Context: an optimization exercise on an open-source flow, tuned for a short achievable clock period and few clock cycles. The choices shown serve that exercise and are no tape-out recipe. No functional check of the RTL was part of any run shown here. Power and IR drop assume default switching activity.

<file path="flow/flow/run.sh">
#!/bin/bash
# The standard layout, with timing repair aimed at a shorter period than the 10 ns target.
set -euo pipefail
bash standard.sh SETUP_SLACK_MARGIN=6.5 finish > flow_standard.log 2>&1
</file>
<file path="flow/standard.sh">
#!/bin/bash
# synth_recipe.tcl (not shown) runs the flow's synth.tcl, then flattens the netlist and writes it again
# the make line also repeats each setting of config.mk as NAME=value (left out here)
make -C /OpenROAD-flow-scripts/flow DESIGN_CONFIG=/design/flow/config.mk WORK_HOME=/design/flow/orfs CLKGATE_MAP_FILE= SYNTH_SCRIPT=/design/flow/synth_recipe.tcl "${@:-finish}"
</file>
<file path="flow/config.mk">
export PLATFORM = sky130hd
export DESIGN_NAME = m6502_top
export DESIGN_NICKNAME = m6502_top
export VERILOG_FILES = /design/flow/design.v
export SDC_FILE = /design/flow/constraint.sdc
export NUM_CORES = 8
export LEC_CHECK = 0
export ABC_CLOCK_PERIOD_IN_PS = 4000
export CAP_MARGIN = 20
export CORE_MARGIN = 2
export CORE_UTILIZATION = 45
export PLACE_DENSITY = 0.6
export SLEW_MARGIN = 20
export SYNTH_MEMORY_MAX_BITS = 16384
</file>
<file path="flow/constraint.sdc">
create_clock -name core_clock -period 10.0 [get_ports {raw_clk}]
set_input_delay 2.0000 -clock core_clock [delete_from_list [all_inputs] [get_ports {raw_clk}]]
set_output_delay 2.0000 -clock core_clock [all_outputs]
set_load 0.01 [all_outputs]
</file>
<file path="flow/design.v">
`timescale 1ns/1ps
`default_nettype none
package cpu_pkg;
  typedef logic [7:0]                byte_t;
  typedef logic [15:0]               addr_t;
  typedef logic [10-1:0] ram_index_t;
  typedef logic [2:0] flags_t;
  localparam int FLAG_N = 2;
  localparam int FLAG_Z = 1;
  localparam int FLAG_C = 0;
  typedef enum logic [1:0] {
    GROUP_CTRL    = 2'b00,
    GROUP_ALU     = 2'b01,
    GROUP_X       = 2'b10,
    GROUP_ILLEGAL = 2'b11
  } op_group_e;
  typedef enum logic [2:0] {
    ALU_ORA, ALU_AND, ALU_EOR, ALU_ADC, ALU_STA, ALU_LDA, ALU_CMP, ALU_SBC
  } alu_op_e;
  typedef enum logic [2:0] {
    MODE_IMPLIED, MODE_IMMEDIATE, MODE_ZERO_PAGE, MODE_ABSOLUTE, MODE_RELATIVE
  } addr_mode_e;
  typedef enum logic [3:0] {
    ST_FETCH_OP_ISSUE, ST_FETCH_OP_CAPTURE, ST_DECODE,
    ST_FETCH_LO_ISSUE, ST_FETCH_LO_CAPTURE,
    ST_FETCH_HI_ISSUE, ST_FETCH_HI_CAPTURE,
    ST_FETCH_ARG_ISSUE, ST_FETCH_ARG_CAPTURE,
    ST_EXECUTE, ST_WRITEBACK, ST_STORE_ISSUE, ST_STORE_FINISH,
    ST_HALTED, ST_ERROR
  } core_state_e;
endpackage
`default_nettype wire
`timescale 1ns/1ps
`default_nettype none
module program_loader (
  input  wire                 raw_clk,
  input  wire                 button_reset,
  input  wire                 load_strobe,
  input  wire cpu_pkg::byte_t load_data,
  input  wire                 load_last,
  output logic                pend_write,
  output cpu_pkg::ram_index_t pend_index,
  output cpu_pkg::byte_t      pend_data,
  output logic                start
);
  cpu_pkg::ram_index_t write_ptr;
  logic                loaded;
  logic                take;
  assign take  = button_reset && load_strobe && !loaded;
  assign start = take && load_last;
  always_ff @(posedge raw_clk)
  begin
    pend_write <= take;
    pend_data  <= load_data;
    pend_index <= write_ptr;
  end
  always_ff @(posedge raw_clk)
  begin
    if (!button_reset)
    begin
      write_ptr <= cpu_pkg::ram_index_t'(16'h0200);
      loaded    <= 1'b0;
    end
    else if (take)
    begin
      write_ptr <= write_ptr + 1'b1;
      if (load_last)
        loaded <= 1'b1;
    end
  end
endmodule
`default_nettype wire
`timescale 1ns/1ps
`default_nettype none
module program_ram (
  input  wire                      raw_clk,
  input  wire                      write,
  input  wire [63:0]               write_sel,
  input  wire cpu_pkg::byte_t      write_data,
  input  wire [191:0]              fetch_sel,
  output logic [63:0]              fetch_banks,
  input  wire [63:0]               data_sel,
  output cpu_pkg::byte_t           data_rdata
);
  logic [8191:0] mem;
  for (genvar i = 0; i < 1024; i++)
  begin : g_byte
    always_ff @(posedge raw_clk)
      if (write && write_sel[i % 32] && write_sel[32 + i / 32])
        mem[i*8 +: 8] <= write_data;
  end
  for (genvar b = 0; b < 8; b++)
  begin : g_bit
    logic [31:0] group;
    for (genvar h = 0; h < 32; h++)
    begin : g_group
      logic [31:0] column;
      for (genvar k = 0; k < 32; k++)
      begin : g_col
        assign column[k] = mem[(h*32 + k)*8 + b];
      end
      assign group[h] = |(column & data_sel[31:0]);
    end
    assign data_rdata[b] = |(group & data_sel[63:32]);
    for (genvar j = 0; j < 8; j++)
    begin : g_bank
      logic [7:0] bank_group;
      for (genvar h = 0; h < 8; h++)
      begin : g_group
        logic [15:0] column;
        for (genvar k = 0; k < 16; k++)
        begin : g_row
          assign column[k] = mem[((h*16 + k)*8 + j)*8 + b];
        end
        assign bank_group[h] = |(column & fetch_sel[j*24 +: 16]);
      end
      assign fetch_banks[j*8 + b] = |(bank_group & fetch_sel[j*24 + 16 +: 8]);
    end
  end
endmodule
`default_nettype wire
`timescale 1ns/1ps
`default_nettype none
module cpu_alu (
  input  wire cpu_pkg::alu_op_e alu_op,
  input  wire cpu_pkg::byte_t   alu_a,
  input  wire cpu_pkg::byte_t   alu_b,
  input  wire                   carry_in,
  output cpu_pkg::byte_t        alu_result,
  output logic                  carry_out
);
  cpu_pkg::byte_t addend;
  logic           carry_op;
  logic [8:0]     sum;
  assign addend   = (alu_op == cpu_pkg::ALU_SBC || alu_op == cpu_pkg::ALU_CMP) ? ~alu_b : alu_b;
  assign carry_op = (alu_op == cpu_pkg::ALU_CMP) ? 1'b1 : carry_in;
  assign sum      = {1'b0, alu_a} + {1'b0, addend} + {8'h00, carry_op};
  always_comb
  begin
    alu_result = sum[7:0];
    carry_out  = carry_in;
    case (alu_op)
      cpu_pkg::ALU_ORA: alu_result = alu_a | alu_b;
      cpu_pkg::ALU_AND: alu_result = alu_a & alu_b;
      cpu_pkg::ALU_EOR: alu_result = alu_a ^ alu_b;
      cpu_pkg::ALU_STA: alu_result = alu_a;
      cpu_pkg::ALU_LDA: alu_result = alu_b;
      cpu_pkg::ALU_ADC: carry_out = sum[8];
      cpu_pkg::ALU_CMP: carry_out = sum[8];
      cpu_pkg::ALU_SBC: carry_out = sum[8];
    endcase
  end
endmodule
`default_nettype wire
`timescale 1ns/1ps
`default_nettype none
module cpu_core (
  input  wire                      raw_clk,
  input  wire                      button_reset,
  input  wire                      start,
  output logic [191:0]             fetch_sel,
  input  wire [63:0]               fetch_banks,
  output logic [63:0]              data_sel,
  input  wire cpu_pkg::byte_t      data_rdata,
  input  wire                      pend_write,
  input  wire cpu_pkg::ram_index_t pend_index,
  output logic                     store_write,
  output logic [63:0]              store_sel,
  output cpu_pkg::byte_t           store_data,
  output cpu_pkg::byte_t           reg_a,
  output cpu_pkg::byte_t           reg_y,
  output cpu_pkg::addr_t           pc,
  output logic                     halted
);
  function automatic logic op_legal(cpu_pkg::byte_t op);
    logic [2:0] o, m;
    o = op[7:5];
    m = op[4:2];
    case (op[1:0])
      2'b00:
        case (m)
          3'b000:  op_legal = (o == 3'b000) || (o == 3'b101);
          3'b001:  op_legal = (o[2:1] == 2'b10);
          3'b011:  op_legal = (o[2:1] == 2'b10) || (o == 3'b010);
          3'b100:  op_legal = (o[2:1] != 2'b01);
          3'b010:  op_legal = o[2];
          3'b110:  op_legal = (o == 3'b100);
          default: op_legal = 1'b0;
        endcase
      2'b01:
        op_legal = (m == 3'b001) || (m == 3'b011) || (m == 3'b010 && o != 3'b100);
      2'b10:
        case (m)
          3'b000:         op_legal = (o == 3'b101);
          3'b001, 3'b011: op_legal = (o[2:1] == 2'b10);
          3'b010:         op_legal = o[2] && (o != 3'b111);
          default:        op_legal = 1'b0;
        endcase
      default: op_legal = 1'b0;
    endcase
  endfunction
  function automatic logic op_implied(cpu_pkg::byte_t op);
    case (op)
      8'haa, 8'ha8, 8'h8a, 8'h98, 8'he8, 8'hca, 8'hc8, 8'h88: op_implied = 1'b1;
      default: op_implied = 1'b0;
    endcase
  endfunction
  function automatic logic op_branch(cpu_pkg::byte_t op);
    op_branch = (op[4:0] == 5'b10000) && (op[7:6] != 2'b01);
  endfunction
  function automatic logic op_memory(cpu_pkg::byte_t op);
    op_memory = (op[4:2] == 3'b001) || (op[4:2] == 3'b011);
  endfunction
  function automatic logic op_store(cpu_pkg::byte_t op);
    op_store = op_memory(op) && (op[7:5] == 3'b100);
  endfunction
  function automatic logic op_sets_nz(cpu_pkg::byte_t op);
    op_sets_nz = !op_store(op) && (op[1:0] == 2'b01 || op[7:5] == 3'b101 || op_implied(op));
  endfunction
  function automatic logic op_sets_c(cpu_pkg::byte_t op);
    op_sets_c = (op[1:0] == 2'b01) && (op[7:5] == 3'b011 || op[7:6] == 2'b11);
  endfunction
  function automatic logic op_writes_a(cpu_pkg::byte_t op);
    op_writes_a = ((op[1:0] == 2'b01) && op[7:5] != 3'b100 && op[7:5] != 3'b110) ||
                  op == 8'h8a || op == 8'h98;
  endfunction
  function automatic logic op_writes_x(cpu_pkg::byte_t op);
    op_writes_x = ((op[1:0] == 2'b10) && op[7:5] == 3'b101) || op == 8'he8 || op == 8'hca;
  endfunction
  function automatic logic op_writes_y(cpu_pkg::byte_t op);
    op_writes_y = ((op[1:0] == 2'b00) && op[7:5] == 3'b101) || op == 8'hc8 || op == 8'h88;
  endfunction
  function automatic logic branch_taken(logic [2:0] o, logic n, logic z, logic c);
    case (o[2:1])
      2'b00:   branch_taken = n == o[0];
      2'b10:   branch_taken = c == o[0];
      default: branch_taken = z == o[0];
    endcase
  endfunction
  function automatic logic [191:0] bank_rows(cpu_pkg::ram_index_t index);
    logic [6:0] row;
    for (int j = 0; j < 8; j++)
    begin
      row = 7'((index + cpu_pkg::ram_index_t'(7 - j)) >> 3);
      for (int k = 0; k < 16; k++)
        bank_rows[j*24 + k] = (row[3:0] == k);
      for (int k = 0; k < 8; k++)
        bank_rows[j*24 + 16 + k] = (row[6:4] == k);
    end
  endfunction
  function automatic logic [63:0] decode_index(cpu_pkg::ram_index_t index);
    for (int k = 0; k < 32; k++)
    begin
      decode_index[k]      = (index[4:0] == k);
      decode_index[32 + k] = (index[9:5] == k);
    end
  endfunction
  function automatic logic in_three(cpu_pkg::ram_index_t address, cpu_pkg::ram_index_t first);
    cpu_pkg::ram_index_t d;
    d = address - first;
    in_three = (d < 3);
  endfunction
  logic                f_run;
  logic                ir_valid;
  cpu_pkg::byte_t      ir_op, ir_b1, ir_b2;
  cpu_pkg::addr_t      ir_pc;
  cpu_pkg::ram_index_t wbase;
  logic                m_valid;
  cpu_pkg::byte_t      m_op;
  cpu_pkg::byte_t      m_imm;
  cpu_pkg::ram_index_t m_ea;
  logic                x_valid;
  cpu_pkg::byte_t      x_op;
  cpu_pkg::byte_t      x_operand;
  cpu_pkg::ram_index_t x_ea;
  logic                x_forward;
  cpu_pkg::byte_t      last_store;
  cpu_pkg::byte_t      reg_x;
  cpu_pkg::byte_t      nz_src;
  logic                flag_c;
  logic [1:0]          halt_pipe;
  logic m_store, m_memop, x_store, x_imp, x_ldx, x_ldy;
  logic mx_sets_nz, mx_sets_c, mx_wa, mx_wx, mx_wy;
  logic [2:0] x_o;
  assign m_memop = op_memory(m_op);
  assign m_store = m_valid && op_store(m_op);
  assign x_store = x_valid && op_store(x_op);
  assign x_o     = x_op[7:5];
  assign x_imp   = op_implied(x_op);
  assign x_ldx   = (x_op[1:0] == 2'b10) && (x_o == 3'b101) && !x_imp;
  assign x_ldy   = (x_op[1:0] == 2'b00) && (x_o == 3'b101) && !x_imp;
  assign mx_sets_nz = (m_valid && op_sets_nz(m_op)) || (x_valid && op_sets_nz(x_op));
  assign mx_sets_c  = (m_valid && op_sets_c(m_op)) || (x_valid && op_sets_c(x_op));
  assign mx_wa      = (m_valid && op_writes_a(m_op)) || (x_valid && op_writes_a(x_op));
  assign mx_wx      = (m_valid && op_writes_x(m_op)) || (x_valid && op_writes_x(x_op));
  assign mx_wy      = (m_valid && op_writes_y(m_op)) || (x_valid && op_writes_y(x_op));
  cpu_pkg::byte_t      op, b1, b2;
  cpu_pkg::byte_t      imp_value;
  cpu_pkg::addr_t      target, ir_pc_next;
  cpu_pkg::ram_index_t f_ea;
  logic [1:0]          ir_len_m1, win_off;
  logic                f_imp, f_br, f_jmp, f_stop, f_len3, f_pair, f_store;
  logic                imp_src_busy, br_wait, pair_wait;
  logic                br_go, pair_go, hold, issue, stop, redirect, stale;
  cpu_pkg::byte_t      win [0:7];
  cpu_pkg::byte_t      nb0, nb1, nb2;
  logic [2:0]          s0, s1, s2;
  assign op = ir_op;
  assign b1 = ir_b1;
  assign b2 = ir_b2;
  assign f_imp   = op_implied(op);
  assign f_br    = op_branch(op);
  assign f_jmp   = (op == 8'h4c);
  assign f_stop  = !op_legal(op) || (op == 8'h00);
  assign f_len3  = (op[4:2] == 3'b011);
  assign f_pair  = f_imp && op_branch(b1);
  assign f_store = op_store(op);
  assign f_ea    = f_len3 ? {b2[10-9:0], b1} : cpu_pkg::ram_index_t'(b1);
  assign ir_len_m1 = f_pair ? 2'd2 : f_len3 ? 2'd2 : f_imp ? 2'd0 : 2'd1;
  always_comb
  begin
    case (op)
      8'he8:   imp_value = reg_x + 8'd1;
      8'hca:   imp_value = reg_x - 8'd1;
      8'h8a:   imp_value = reg_x;
      8'hc8:   imp_value = reg_y + 8'd1;
      8'h88:   imp_value = reg_y - 8'd1;
      8'h98:   imp_value = reg_y;
      default: imp_value = reg_a;
    endcase
    case (op)
      8'he8, 8'hca, 8'h8a: imp_src_busy = mx_wx;
      8'hc8, 8'h88, 8'h98: imp_src_busy = mx_wy;
      default:             imp_src_busy = mx_wa;
    endcase
  end
  assign br_go   = branch_taken(op[7:5], nz_src[7], nz_src == 8'h00, flag_c);
  assign pair_go = branch_taken(b1[7:5], imp_value[7], imp_value == 8'h00, flag_c);
  assign br_wait   = f_br && ((op[7:6] == 2'b10) ? mx_sets_c : mx_sets_nz);
  assign pair_wait = f_pair && (imp_src_busy || ((b1[7:6] == 2'b10) && mx_sets_c));
  assign hold     = ir_valid && (br_wait || pair_wait);
  assign issue    = f_run && ir_valid && !hold && !f_stop;
  assign stop     = f_run && ir_valid && f_stop;
  assign redirect = issue && (f_jmp || (f_br && br_go) || (f_pair && pair_go));
  cpu_pkg::addr_t br_target, pair_target;
  assign br_target   = ir_pc + 16'd2 + {{8{b1[7]}}, b1};
  assign pair_target = ir_pc + 16'd3 + {{8{b2[7]}}, b2};
  assign target      = ({16{f_jmp}} & {b2, b1}) |
                       ({16{!f_jmp && f_pair}} & pair_target) |
                       ({16{!f_jmp && !f_pair}} & br_target);
  assign win_off    = ir_valid ? ir_len_m1 : 2'd0;
  assign ir_pc_next = ir_pc + (ir_valid ? 16'(ir_len_m1) + 16'd1 : 16'd0);
  function automatic logic near_window(cpu_pkg::ram_index_t address, cpu_pkg::ram_index_t base,
                                       logic [1:0] off);
    cpu_pkg::ram_index_t d;
    d = address - base;
    near_window = (d == cpu_pkg::ram_index_t'(off)) || (d == cpu_pkg::ram_index_t'(off) + 1'b1) ||
                  (d == cpu_pkg::ram_index_t'(off) + 2'd2);
  endfunction
  assign stale = (x_store && near_window(x_ea, wbase, win_off)) ||
                 (m_store && near_window(m_ea, wbase, win_off)) ||
                 (issue && f_store && near_window(f_ea, wbase, win_off)) ||
                 (pend_write && near_window(pend_index, wbase, win_off));
  for (genvar j = 0; j < 8; j++)
  begin : g_win
    assign win[j] = fetch_banks[j*8 +: 8];
  end
  assign s0  = wbase[2:0] + 3'(win_off);
  assign s1  = s0 + 3'd1;
  assign s2  = s0 + 3'd2;
  assign nb0 = win[s0];
  assign nb1 = win[s1];
  assign nb2 = win[s2];
  localparam int NBT = 4;
  logic [NBT-1:0]      bt_valid;
  cpu_pkg::addr_t      bt_pc     [NBT];
  cpu_pkg::addr_t      bt_target [NBT];
  cpu_pkg::ram_index_t bt_after  [NBT];
  logic [23:0]         bt_bytes  [NBT];
  logic [1:0]          bt_next;
  logic                fill_pending;
  cpu_pkg::addr_t      fill_pc;
  logic [NBT-1:0]      bt_match;
  logic                bt_hit, bt_safe, use_bt;
  cpu_pkg::addr_t      hit_target;
  cpu_pkg::ram_index_t hit_after;
  logic [23:0]         hit_bytes;
  logic [NBT-1:0]      bt_ok;
  logic                fill_hit;
  assign fill_hit = x_store && in_three(x_ea, fill_pc[10-1:0]);
  logic [191:0]        rows_hit;
  always_comb
  begin
    hit_target = '0;
    hit_after  = '0;
    hit_bytes  = '0;
    rows_hit   = '0;
    for (int i = 0; i < NBT; i++)
    begin
      bt_match[i] = bt_valid[i] && bt_pc[i] == ir_pc;
      bt_ok[i]    = !(x_store && in_three(x_ea, bt_target[i][10-1:0])) &&
                    !(m_store && in_three(m_ea, bt_target[i][10-1:0]));
      hit_target  = hit_target | (bt_match[i] ? bt_target[i] : '0);
      hit_after   = hit_after | (bt_match[i] ? bt_after[i] : '0);
      hit_bytes   = hit_bytes | (bt_match[i] ? bt_bytes[i] : '0);
      rows_hit    = rows_hit | (bt_match[i] ? bank_rows(bt_after[i]) : '0);
    end
  end
  assign bt_hit  = |bt_match;
  assign bt_safe = |(bt_match & bt_ok);
  assign use_bt  = redirect && bt_hit && bt_safe;
  logic           win_valid;
  logic           f_move, f_load, f_setup;
  logic [3:0]     step;
  logic [191:0]   rows_step [4];
  cpu_pkg::ram_index_t wstep [4];
  assign f_move  = f_run && !hold && !stop;
  assign f_load  = f_move && (ir_valid || win_valid);
  assign f_setup = f_move && !ir_valid && !win_valid;
  for (genvar k = 0; k < 4; k++)
  begin : g_step
    assign wstep[k]     = wbase + cpu_pkg::ram_index_t'(k);
    assign rows_step[k] = bank_rows(wstep[k]);
    assign step[k]      = f_load && !use_bt && ((stale ? win_off : win_off + 2'd1) == k);
  end
  always_ff @(posedge raw_clk)
  begin
    if (!button_reset)
    begin
      f_run        <= 1'b0;
      ir_valid     <= 1'b0;
      win_valid    <= 1'b1;
      ir_pc        <= 16'h0200;
      wbase        <= 16'h0200;
      fetch_sel    <= bank_rows(16'h0200);
      halt_pipe    <= '0;
      halted       <= 1'b0;
      pc           <= 16'h0200;
      bt_valid     <= '0;
      bt_next      <= '0;
      fill_pending <= 1'b0;
    end
    else
    begin
      if (start)
        f_run <= 1'b1;
      if (stop)
      begin
        f_run <= 1'b0;
        pc    <= ir_pc + 16'd1;
      end
      halt_pipe <= {halt_pipe[0], stop || halt_pipe[0]};
      halted    <= halt_pipe[1];
      fetch_sel <= ({192{use_bt}} & rows_hit) |
                   ({192{step[1]}} & rows_step[1]) |
                   ({192{step[2]}} & rows_step[2]) |
                   ({192{step[3]}} & rows_step[3]) |
                   ({192{!use_bt && !step[1] && !step[2] && !step[3]}} & rows_step[0]);
      if (f_setup)
        win_valid <= 1'b1;
      if (f_load)
      begin
        if (use_bt)
        begin
          ir_pc    <= hit_target;
          ir_valid <= 1'b1;
          wbase    <= hit_after;
          {ir_op, ir_b1, ir_b2} <= hit_bytes;
        end
        else if (redirect)
        begin
          ir_pc     <= target;
          ir_valid  <= 1'b0;
          win_valid <= 1'b0;
          wbase     <= target[10-1:0];
        end
        else
        begin
          ir_pc    <= ir_pc_next;
          ir_valid <= !stale;
          wbase    <= stale ? wstep[win_off] : wstep[win_off + 2'd1];
          {ir_op, ir_b1, ir_b2} <= {nb0, nb1, nb2};
        end
      end
      for (int i = 0; i < NBT; i++)
        if (x_store && (in_three(x_ea, bt_target[i][10-1:0]) ||
                        in_three(x_ea, bt_pc[i][10-1:0])))
          bt_valid[i] <= 1'b0;
      if (fill_hit)
        fill_pending <= 1'b0;
      if (f_load)
      begin
        if (ir_valid)
        begin
          fill_pending <= redirect && !bt_hit;
          fill_pc      <= ir_pc;
        end
        else
        begin
          fill_pending <= 1'b0;
          if (fill_pending && !stale && !fill_hit)
          begin
            bt_valid[bt_next]  <= 1'b1;
            bt_pc[bt_next]     <= fill_pc;
            bt_target[bt_next] <= ir_pc;
            bt_after[bt_next]  <= wstep[1];
            bt_bytes[bt_next]  <= {nb0, nb1, nb2};
            bt_next            <= bt_next + 1'b1;
          end
        end
      end
    end
  end
  always_ff @(posedge raw_clk)
  begin
    if (!button_reset)
    begin
      m_valid <= 1'b0;
      x_valid <= 1'b0;
    end
    else
    begin
      m_valid <= issue && !f_br && !f_jmp;
      x_valid <= m_valid;
    end
  end
  always_ff @(posedge raw_clk)
  begin
    m_op       <= op;
    m_imm      <= b1;
    m_ea       <= f_ea;
    data_sel   <= decode_index(f_ea);
    x_op       <= m_op;
    x_operand  <= m_memop ? data_rdata : m_imm;
    x_ea       <= m_ea;
    store_sel  <= data_sel;
    x_forward  <= x_store && m_memop && (x_ea == m_ea);
    last_store <= store_data;
  end
  cpu_pkg::byte_t operand;
  cpu_pkg::byte_t addend;
  cpu_pkg::byte_t alu_result;
  cpu_pkg::byte_t xfer_value;
  logic [8:0]     sum;
  assign operand = x_forward ? last_store : x_operand;
  assign addend  = (x_o[2:1] == 2'b11) ? ~operand : operand;
  assign sum     = {1'b0, reg_a} + {1'b0, addend} + {8'h00, (x_o == 3'b110) ? 1'b1 : flag_c};
  always_comb
  begin
    case (x_o)
      3'b000:  alu_result = reg_a | operand;
      3'b001:  alu_result = reg_a & operand;
      3'b010:  alu_result = reg_a ^ operand;
      3'b101:  alu_result = operand;
      default: alu_result = sum[7:0];
    endcase
    case (x_op)
      8'he8:   xfer_value = reg_x + 8'd1;
      8'hca:   xfer_value = reg_x - 8'd1;
      8'h8a:   xfer_value = reg_x;
      8'hc8:   xfer_value = reg_y + 8'd1;
      8'h88:   xfer_value = reg_y - 8'd1;
      8'h98:   xfer_value = reg_y;
      default: xfer_value = reg_a;
    endcase
    case (x_op[1:0])
      2'b00:   store_data = reg_y;
      2'b10:   store_data = reg_x;
      default: store_data = reg_a;
    endcase
  end
  assign store_write = x_store;
  always_ff @(posedge raw_clk)
  begin
    if (!button_reset)
    begin
      reg_a  <= '0;
      reg_x  <= '0;
      reg_y  <= '0;
      nz_src <= 8'h01;
      flag_c <= 1'b0;
    end
    else if (x_valid && !x_store)
    begin
      if (x_imp)
      begin
        nz_src <= xfer_value;
        case (x_op)
          8'h88, 8'ha8, 8'hc8: reg_y <= xfer_value;
          8'haa, 8'hca, 8'he8: reg_x <= xfer_value;
          default:             reg_a <= xfer_value;
        endcase
      end
      else if (x_ldx)
      begin
        nz_src <= operand;
        reg_x  <= operand;
      end
      else if (x_ldy)
      begin
        nz_src <= operand;
        reg_y  <= operand;
      end
      else
      begin
        nz_src <= alu_result;
        if (x_o == 3'b011 || x_o[2:1] == 2'b11)
          flag_c <= sum[8];
        if (x_o != 3'b110)
          reg_a <= alu_result;
      end
    end
  end
endmodule
`default_nettype wire
`timescale 1ns/1ps
`default_nettype none
module led_scanner (
  input  wire                 raw_clk,
  input  wire                 button_reset,
  input  wire cpu_pkg::byte_t reg_a,
  input  wire cpu_pkg::byte_t reg_y,
  input  wire cpu_pkg::addr_t pc,
  output cpu_pkg::byte_t      leds,
  output logic [3:0]          column
);
  logic [6-1:0] scan_count;
  logic [2:0]            slot;
  logic [3:0]            column_code;
  cpu_pkg::byte_t                 shown;
  assign slot = scan_count[6-1 -: 3];
  always_comb
  begin
    case (slot[2:1])
      2'b00:   {column_code, shown} = {4'b0111, reg_a};
      2'b01:   {column_code, shown} = {4'b1011, reg_y};
      2'b10:   {column_code, shown} = {4'b1101, pc[7:0]};
      default: {column_code, shown} = {4'b1110, pc[15:8]};
    endcase
  end
  always_ff @(posedge raw_clk)
  begin
    if (!button_reset)
    begin
      scan_count <= '0;
      column     <= 4'b1111;
      leds       <= 8'hff;
    end
    else
    begin
      scan_count <= scan_count + 1'b1;
      column     <= slot[0] ? 4'b1111 : column_code;
      leds       <= slot[0] ? 8'hff : ~shown;
    end
  end
endmodule
`default_nettype wire
`timescale 1ns/1ps
`default_nettype none
module m6502_top (
  input  wire                 raw_clk,
  input  wire                 button_reset,
  input  wire                 load_strobe,
  input  wire cpu_pkg::byte_t load_data,
  input  wire                 load_last,
  output cpu_pkg::byte_t      leds,
  output logic [3:0]          column,
  output logic                halted
);
  logic                pend_write;
  cpu_pkg::ram_index_t pend_index;
  cpu_pkg::byte_t      pend_data;
  logic                start;
  logic [191:0]        fetch_sel;
  logic [63:0]         fetch_banks;
  logic [63:0]         data_sel;
  cpu_pkg::byte_t      data_rdata;
  logic                store_write;
  logic [63:0]         store_sel;
  logic [63:0]         pend_sel;
  cpu_pkg::byte_t      store_data;
  cpu_pkg::byte_t      reg_a;
  cpu_pkg::byte_t      reg_y;
  cpu_pkg::addr_t      pc;
  program_loader u_loader (
    .raw_clk      (raw_clk),
    .button_reset (button_reset),
    .load_strobe  (load_strobe),
    .load_data    (load_data),
    .load_last    (load_last),
    .pend_write   (pend_write),
    .pend_index   (pend_index),
    .pend_data    (pend_data),
    .start        (start)
  );
  for (genvar k = 0; k < 32; k++)
  begin : g_pend_sel
    assign pend_sel[k]      = (pend_index[4:0] == k);
    assign pend_sel[32 + k] = (pend_index[9:5] == k);
  end
  program_ram u_ram (
    .raw_clk     (raw_clk),
    .write       (pend_write || store_write),
    .write_sel   (pend_write ? pend_sel : store_sel),
    .write_data  (pend_write ? pend_data : store_data),
    .fetch_sel   (fetch_sel),
    .fetch_banks (fetch_banks),
    .data_sel    (data_sel),
    .data_rdata  (data_rdata)
  );
  cpu_core u_core (
    .raw_clk      (raw_clk),
    .button_reset (button_reset),
    .start        (start),
    .fetch_sel    (fetch_sel),
    .fetch_banks  (fetch_banks),
    .data_sel     (data_sel),
    .data_rdata   (data_rdata),
    .pend_write   (pend_write),
    .pend_index   (pend_index),
    .store_write  (store_write),
    .store_sel    (store_sel),
    .store_data   (store_data),
    .reg_a        (reg_a),
    .reg_y        (reg_y),
    .pc           (pc),
    .halted       (halted)
  );
  led_scanner u_scanner (
    .raw_clk      (raw_clk),
    .button_reset (button_reset),
    .reg_a        (reg_a),
    .reg_y        (reg_y),
    .pc           (pc),
    .leds         (leds),
    .column       (column)
  );
endmodule
`default_nettype wire
</file>
==> report_table.html, run 1 <==
<table>
<tr><th>Metric</th><th>Value</th></tr>
<tr><th colspan="2">GRT</th></tr>
<tr><td>Overall Global Routing Usage</td><td>91.07%</td></tr>
<tr><td>Global route total overflow</td><td>6098</td></tr>
<tr><td>First-pass GRT wire length</td><td>5489000 um</td></tr>
<tr><td>Pin count of the biggest net entering global routing</td><td>248</td></tr>
<tr><td>Via count of the first global-routing pass</td><td>459.4k</td></tr>
<tr><th colspan="2">Placement</th></tr>
<tr><td>I/O Buffers</td><td>24</td></tr>
<tr><td>Post-detailed-placement half-perimeter wirelength</td><td>2564000 um</td></tr>
<tr><td>Placed cell count</td><td>42.37k</td></tr>
<tr><td>Routability Congestion</td><td>1.307</td></tr>
<tr><td>Worst slack at placement</td><td>2.858 ns</td></tr>
<tr><td>Cell Area, Placed</td><td>440200 um^2</td></tr>
<tr><th colspan="2">Status</th></tr>
<tr><td>Stage where the flow stopped</td><td>5_1_grt</td></tr>
<tr><td>Status</td><td>did not finish</td></tr>
<tr><td>First error line in the log</td><td>[ERROR GRT-0116] Global routing finished with congestion. Check the congestion regions in the DRC Viewer.</td></tr>
<tr><th colspan="2">Logic synthesis</th></tr>
<tr><td>Average instance area after synthesis</td><td>13.34 um^2</td></tr>
<tr><td>Flops &amp; latches, synth</td><td>9007</td></tr>
<tr><td>Ys async rst share</td><td>0%</td></tr>
<tr><td>Dominant register cell in the synthesized netlist</td><td>edfxtp_1</td></tr>
<tr><td>Number of instances in the synthesized netlist</td><td>30.30k</td></tr>
<tr><td>Synth Cell Area</td><td>404300 um^2</td></tr>
<tr><td>Number of enable flip-flop cells after synthesis</td><td>8496</td></tr>
<tr><td>Post-synthesis sequential area ratio</td><td>65.63%</td></tr>
<tr><td>Number of different library cells in the post-synthesis netlist</td><td>119</td></tr>
<tr><td>Number of warnings reported in the yosys synthesis log</td><td>7</td></tr>
<tr><td>Synth Net Count</td><td>30.61k</td></tr>
<tr><th colspan="2">Floorplan</th></tr>
<tr><td>Effective utilization at floorplan</td><td>45.08%</td></tr>
<tr><td>Die Wd</td><td>951.9 um</td></tr>
<tr><td>I/O Pins</td><td>25</td></tr>
<tr><td>Die span in y</td><td>951.9 um</td></tr>
<tr><td>Total number of placement rows</td><td>348</td></tr>
<tr><th colspan="2">Clock network</th></tr>
<tr><td>Root buffer selected by CTS</td><td>clkbuf_16</td></tr>
<tr><td>Number of hold buffers added after CTS</td><td>0</td></tr>
<tr><td>Maximum count of clock buffers along a single path</td><td>5</td></tr>
<tr><td>Number of buffers added by the clock tree synthesis step</td><td>960</td></tr>
<tr><td>CTS Sinks</td><td>9007</td></tr>
<tr><td>Number of levels the H-tree was split into</td><td>6</td></tr>
</table>
power by group through the flow:
stage / Clock, mW / Combinational, mW / Sequential [mW]
global placement: 0 / 2.75 / 42.0
CTS: 37.7 / 3.29 / 41.2
detailed placement: 0 / 2.75 / 42.0
floorplan: 0 / 1.17 / 42.0
routing by layer:
metal	GRT usage (%)	overflow
met1	91.22	835
met2	96.15	2437
met3	87.49	931
met4	88.41	1778
met5	78.62	117
kinds of logic after synthesis:
logic type / share of synthesized area (%)
and+or+nand+nor: 7.613
xor gates and xnor gates: 1.427
DFF: 65.63
adders and majority gates: 0.9785
muxes: 0.3450
buffers and inverters: 2.687
AOI/OAI and AO/OA: 21.32
synth_stat cells (459+ instances only):
cell | count | area [um^2]
edfxtp_1 | 8496 | 255100
a22oi_1 | 4612 | 34620
a221oi_1 | 2005 | 17560
nor2_1 | 1984 | 7447
a22o_1 | 1939 | 16980
clkbuf_1 | 1755 | 6588
nand4_1 | 1266 | 7920
nand3_1 | 1126 | 5635
nand2_1 | 818 | 3070
o21ai_0 | 716 | 3583
buf_1 | 683 | 2564
dfxtp_1 | 511 | 10230
xnor2_1 | 459 | 4020
how the worst min path moves through the flow:
stage                                             from  slack (ns)                        endpoint
floorplan                  u_core.data_sel[32]$_DFF_P_        0.33    u_core.store_sel[32]$_DFF_P_
global placement    u_loader.write_ptr[9]$_SDFFE_PN1P_        0.36  u_loader.pend_index[9]$_DFF_P_
detailed placement  u_loader.write_ptr[9]$_SDFFE_PN1P_        0.36  u_loader.pend_index[9]$_DFF_P_
CTS                 u_loader.write_ptr[9]$_SDFFE_PN1P_        0.37  u_loader.pend_index[9]$_DFF_P_
timing repair:
item                       in CTS
gates resized for setup      3291
pin swaps                     946
buffers inserted             1641
setup endpoints to repair   13140
cloned                        194
==> run 2: changes to the inputs <==
--- a/flow/design.v
+++ b/flow/design.v
@@ -291,7 +291,9 @@
   assign x_ldy   = (x_op[1:0] == 2'b00) && (x_o == 3'b101) && !x_imp;
-  assign mx_sets_nz = (m_valid && op_sets_nz(m_op)) || (x_valid && op_sets_nz(x_op));
-  assign mx_sets_c  = (m_valid && op_sets_c(m_op)) || (x_valid && op_sets_c(x_op));
-  assign mx_wa      = (m_valid && op_writes_a(m_op)) || (x_valid && op_writes_a(x_op));
-  assign mx_wx      = (m_valid && op_writes_x(m_op)) || (x_valid && op_writes_x(x_op));
-  assign mx_wy      = (m_valid && op_writes_y(m_op)) || (x_valid && op_writes_y(x_op));
+  logic [4:0] m_writes, x_writes, mx_writes;
+  assign mx_writes  = m_writes | x_writes;
+  assign mx_sets_nz = mx_writes[4];
+  assign mx_sets_c  = mx_writes[3];
+  assign mx_wa      = mx_writes[2];
+  assign mx_wx      = mx_writes[1];
+  assign mx_wy      = mx_writes[0];
   cpu_pkg::byte_t      op, b1, b2;
@@ -352,13 +354,12 @@
   assign ir_pc_next = ir_pc + (ir_valid ? 16'(ir_len_m1) + 16'd1 : 16'd0);
-  function automatic logic near_window(cpu_pkg::ram_index_t address, cpu_pkg::ram_index_t base,
-                                       logic [1:0] off);
-    cpu_pkg::ram_index_t d;
-    d = address - base;
-    near_window = (d == cpu_pkg::ram_index_t'(off)) || (d == cpu_pkg::ram_index_t'(off) + 1'b1) ||
-                  (d == cpu_pkg::ram_index_t'(off) + 2'd2);
+  function automatic logic near_rows(cpu_pkg::ram_index_t address, cpu_pkg::ram_index_t base);
+    logic [10-4:0] row;
+    row = base[10-1:3];
+    near_rows = (address[10-1:3] == row) ||
+                (address[10-1:3] == row + 1'b1);
   endfunction
-  assign stale = (x_store && near_window(x_ea, wbase, win_off)) ||
-                 (m_store && near_window(m_ea, wbase, win_off)) ||
-                 (issue && f_store && near_window(f_ea, wbase, win_off)) ||
-                 (pend_write && near_window(pend_index, wbase, win_off));
+  assign stale = (x_store && near_rows(x_ea, wbase)) ||
+                 (m_store && near_rows(m_ea, wbase)) ||
+                 (issue && f_store && near_rows(f_ea, wbase)) ||
+                 (pend_write && near_rows(pend_index, wbase));
   for (genvar j = 0; j < 8; j++)
@@ -400,4 +401,4 @@
       bt_match[i] = bt_valid[i] && bt_pc[i] == ir_pc;
-      bt_ok[i]    = !(x_store && in_three(x_ea, bt_target[i][10-1:0])) &&
-                    !(m_store && in_three(m_ea, bt_target[i][10-1:0]));
+      bt_ok[i]    = !(x_store && near_rows(x_ea, bt_target[i][10-1:0])) &&
+                    !(m_store && near_rows(m_ea, bt_target[i][10-1:0]));
       hit_target  = hit_target | (bt_match[i] ? bt_target[i] : '0);
@@ -411,10 +412,15 @@
   assign use_bt  = redirect && bt_hit && bt_safe;
-  logic           win_valid;
-  logic           f_move, f_load, f_setup;
+  logic           f_load, miss;
   logic [3:0]     step;
   logic [191:0]   rows_step [4];
+  logic [191:0]   rows_br, rows_pair, rows_jmp, rows_target;
   cpu_pkg::ram_index_t wstep [4];
-  assign f_move  = f_run && !hold && !stop;
-  assign f_load  = f_move && (ir_valid || win_valid);
-  assign f_setup = f_move && !ir_valid && !win_valid;
+  assign f_load = f_run && !hold && !stop;
+  assign miss   = f_load && redirect && !use_bt;
+  assign rows_br     = bank_rows(br_target[10-1:0]);
+  assign rows_pair   = bank_rows(pair_target[10-1:0]);
+  assign rows_jmp    = bank_rows({b2[10-9:0], b1});
+  assign rows_target = ({192{f_jmp}} & rows_jmp) |
+                       ({192{!f_jmp && f_pair}} & rows_pair) |
+                       ({192{!f_jmp && !f_pair}} & rows_br);
   for (genvar k = 0; k < 4; k++)
@@ -423,3 +429,3 @@
     assign rows_step[k] = bank_rows(wstep[k]);
-    assign step[k]      = f_load && !use_bt && ((stale ? win_off : win_off + 2'd1) == k);
+    assign step[k]      = f_load && !redirect && ((stale ? win_off : win_off + 2'd1) == k);
   end
@@ -431,3 +437,2 @@
       ir_valid     <= 1'b0;
-      win_valid    <= 1'b1;
       ir_pc        <= 16'h0200;
@@ -454,2 +459,3 @@
       fetch_sel <= ({192{use_bt}} & rows_hit) |
+                   ({192{miss}} & rows_target) |
                    ({192{step[1]}} & rows_step[1]) |
@@ -457,5 +463,3 @@
                    ({192{step[3]}} & rows_step[3]) |
-                   ({192{!use_bt && !step[1] && !step[2] && !step[3]}} & rows_step[0]);
-      if (f_setup)
-        win_valid <= 1'b1;
+                   ({192{!use_bt && !miss && !step[1] && !step[2] && !step[3]}} & rows_step[0]);
       if (f_load)
@@ -473,3 +477,2 @@
           ir_valid  <= 1'b0;
-          win_valid <= 1'b0;
           wbase     <= target[10-1:0];
@@ -513,2 +516,23 @@
   end
+  logic           m_early;
+  logic           m_src_busy;
+  cpu_pkg::byte_t m_xfer;
+  always_comb
+  begin
+    case (m_op)
+      8'he8:   m_xfer = reg_x + 8'd1;
+      8'hca:   m_xfer = reg_x - 8'd1;
+      8'h8a:   m_xfer = reg_x;
+      8'hc8:   m_xfer = reg_y + 8'd1;
+      8'h88:   m_xfer = reg_y - 8'd1;
+      8'h98:   m_xfer = reg_y;
+      default: m_xfer = reg_a;
+    endcase
+    case (m_op)
+      8'he8, 8'hca, 8'h8a: m_src_busy = x_writes[1];
+      8'hc8, 8'h88, 8'h98: m_src_busy = x_writes[0];
+      default:             m_src_busy = x_writes[2];
+    endcase
+  end
+  assign m_early = m_valid && op_implied(m_op) && !m_src_busy;
   always_ff @(posedge raw_clk)
@@ -517,4 +541,6 @@
     begin
-      m_valid <= 1'b0;
-      x_valid <= 1'b0;
+      m_valid  <= 1'b0;
+      x_valid  <= 1'b0;
+      m_writes <= '0;
+      x_writes <= '0;
     end
@@ -523,3 +549,9 @@
       m_valid <= issue && !f_br && !f_jmp;
-      x_valid <= m_valid;
+      if (issue && !f_br && !f_jmp)
+        m_writes <= {op_sets_nz(op), op_sets_c(op), op_writes_a(op), op_writes_x(op),
+                     op_writes_y(op)};
+      else
+        m_writes <= '0;
+      x_writes <= m_early ? 5'b0 : m_writes;
+      x_valid  <= m_valid && !m_early;
     end
@@ -582,3 +614,5 @@
     end
-    else if (x_valid && !x_store)
+    else
+    begin
+    if (x_valid && !x_store)
     begin
@@ -612,2 +646,12 @@
     end
+    if (m_early)
+    begin
+      nz_src <= m_xfer;
+      case (m_op)
+        8'h88, 8'ha8, 8'hc8: reg_y <= m_xfer;
+        8'haa, 8'hca, 8'he8: reg_x <= m_xfer;
+        default:             reg_a <= m_xfer;
+      endcase
+    end
+    end
   end
--- a/flow/config.mk
+++ b/flow/config.mk
@@ -10,4 +10,4 @@
 export CORE_MARGIN = 2
-export CORE_UTILIZATION = 45
-export PLACE_DENSITY = 0.6
+export CORE_UTILIZATION = 39
+export PLACE_DENSITY = 0.55
 export SLEW_MARGIN = 20
==> run 2 against run 1 <==
Compared with the run above: the run again fails in 5_1_grt; synthesized cell count grew 4.6%; area after synthesis is 2.9% higher.
==> report_table.html, run 2 <==
<table>
<tr><th>Metric</th><th>Value</th></tr>
<tr><th colspan="2">Clock network</th></tr>
<tr><td>CTS Sinks</td><td>9016 (+0.10%)</td></tr>
<tr><td>Root buffer selected by CTS</td><td>clkbuf_16</td></tr>
<tr><td>Number of buffers added by the clock tree synthesis step</td><td>1107 (+15%)</td></tr>
<tr><td>Number of hold buffers added after CTS</td><td>0 (unchanged)</td></tr>
<tr><td>Maximum count of clock buffers along a single path</td><td>6 (+1)</td></tr>
<tr><td>Number of levels the H-tree was split into</td><td>7 (+1)</td></tr>
<tr><th colspan="2">Logic synthesis</th></tr>
<tr><td>Share of the synthesized area in the top cell type</td><td>61.32% (-1.8 points)</td></tr>
<tr><td>Synth Net Count</td><td>31.95k (+4.4%)</td></tr>
<tr><td>Number of instances in the synthesized netlist</td><td>31.69k (+4.6%)</td></tr>
<tr><td>Cell with the most instances after synthesis</td><td>edfxtp_1</td></tr>
<tr><td>Synth top area cells</td><td>edfxtp_1 61%, a22oi_1 6.6%, a221oi_1 5.4%</td></tr>
<tr><td>Flops &amp; latches, synth</td><td>9016 (+0.10%)</td></tr>
<tr><td>Number of different library cells in the post-synthesis netlist</td><td>97 (-18%)</td></tr>
<tr><td>Cell type with the largest total area after synthesis</td><td>edfxtp_1</td></tr>
<tr><td>Ranking of synthesized cells by instance count</td><td>8496 x edfxtp_1, 3669 x a22oi_1, 2574 x a221oi_1</td></tr>
<tr><td>Dominant register cell in the synthesized netlist</td><td>edfxtp_1</td></tr>
<tr><td>Average instance area after synthesis</td><td>13.13 um^2 (-1.6%)</td></tr>
<tr><td>Synth Cell Area</td><td>416100 um^2 (+2.9%)</td></tr>
<tr><td>Number of enable flip-flop cells after synthesis</td><td>8496 (unchanged)</td></tr>
<tr><td>Number of warnings reported in the yosys synthesis log</td><td>7 (unchanged)</td></tr>
<tr><td>Post-synthesis sequential area ratio</td><td>63.82% (-1.8 points)</td></tr>
<tr><td>Ys async rst share</td><td>0% (unchanged)</td></tr>
<tr><th colspan="2">Placement</th></tr>
<tr><td>Cell Area, Placed</td><td>455100 um^2 (+3.4%)</td></tr>
<tr><td>Routability Congestion</td><td>1.255 (-4.0%)</td></tr>
<tr><td>Worst slack at placement</td><td>2.704 ns (-0.1545 ns)</td></tr>
<tr><td>I/O Buffers</td><td>24 (unchanged)</td></tr>
<tr><td>Post-detailed-placement half-perimeter wirelength</td><td>2791000 um (+8.9%)</td></tr>
<tr><th colspan="2">GRT</th></tr>
<tr><td>Overall Global Routing Usage</td><td>78.85%</td></tr>
<tr><td>First-pass GRT wire length</td><td>5452000 um</td></tr>
<tr><td>Pin count of the biggest net entering global routing</td><td>256</td></tr>
<tr><td>Via count of the first global-routing pass</td><td>436.3k</td></tr>
<tr><td>Global route total overflow</td><td>86</td></tr>
<tr><th colspan="2">Status</th></tr>
<tr><td>Status</td><td>did not finish</td></tr>
<tr><td>Stage where the flow stopped</td><td>5_1_grt</td></tr>
<tr><td>First error line in the log</td><td>[ERROR GRT-0116] Global routing finished with congestion. Check the congestion regions in the DRC Viewer.</td></tr>
<tr><th colspan="2">Floorplan</th></tr>
<tr><td>Total number of placement rows</td><td>379 (+8.9%)</td></tr>
<tr><td>I/O Pins</td><td>25 (unchanged)</td></tr>
<tr><td>Die span in y</td><td>1037 um (+8.9%)</td></tr>
<tr><td>Die Wd</td><td>1037 um (+8.9%)</td></tr>
<tr><td>Effective utilization at floorplan</td><td>39.10% (-6.0 points)</td></tr>
</table>
run 2: timing repair:
item                                    4_1_cts
endpoints found under the setup margin    14060
gates resized for setup                    4198
endpoints found under the hold margin         0
cloned                                      219
pin swaps                                  1274
setup buffers                              2156
run 2: worst min path at each step:
stage                                             from                        endpoint  slack [ns]
floorplan                       u_core.m_op[3]$_DFF_P_          u_core.x_op[3]$_DFF_P_        0.32
detailed placement  u_loader.write_ptr[9]$_SDFFE_PN1P_  u_loader.pend_index[9]$_DFF_P_        0.35
CTS                 u_loader.write_ptr[9]$_SDFFE_PN1P_  u_loader.pend_index[9]$_DFF_P_        0.36
global placement    u_loader.write_ptr[9]$_SDFFE_PN1P_  u_loader.pend_index[9]$_DFF_P_        0.34
run 2: power groups by stage:
stage               logic, mW  clock network (mW)  registers (mW)
global placement         3.92                   0            42.1
floorplan                1.66                   0            42.0
detailed placement       3.90                   0            42.1
CTS                      4.80                39.6            41.2
run 2: per-stage QoR:
stage	cells	power [mW]
2_1_floorplan	31690	43.69
3_3_place_gp	45660	45.99
3_5_place_dp	45690	45.97
4_1_cts	49940	85.60
run 2: layer usage:
layer	GRT overflow	GRT usage (%)
met1	3	78.30
met2	40	90.30
met3	4	68.86
met4	39	78.34
met5	0	50.40
run 2: kinds of logic after synthesis:
family	Yosys count	synth area share (%)
mux	119	0.3548
fa+ha+maj	247	0.7698
xor+xnor	906	1.924
compound gates	11540	22.27
buf+inv	3122	2.834
simple gates	6740	8.026
flops	9016	63.82
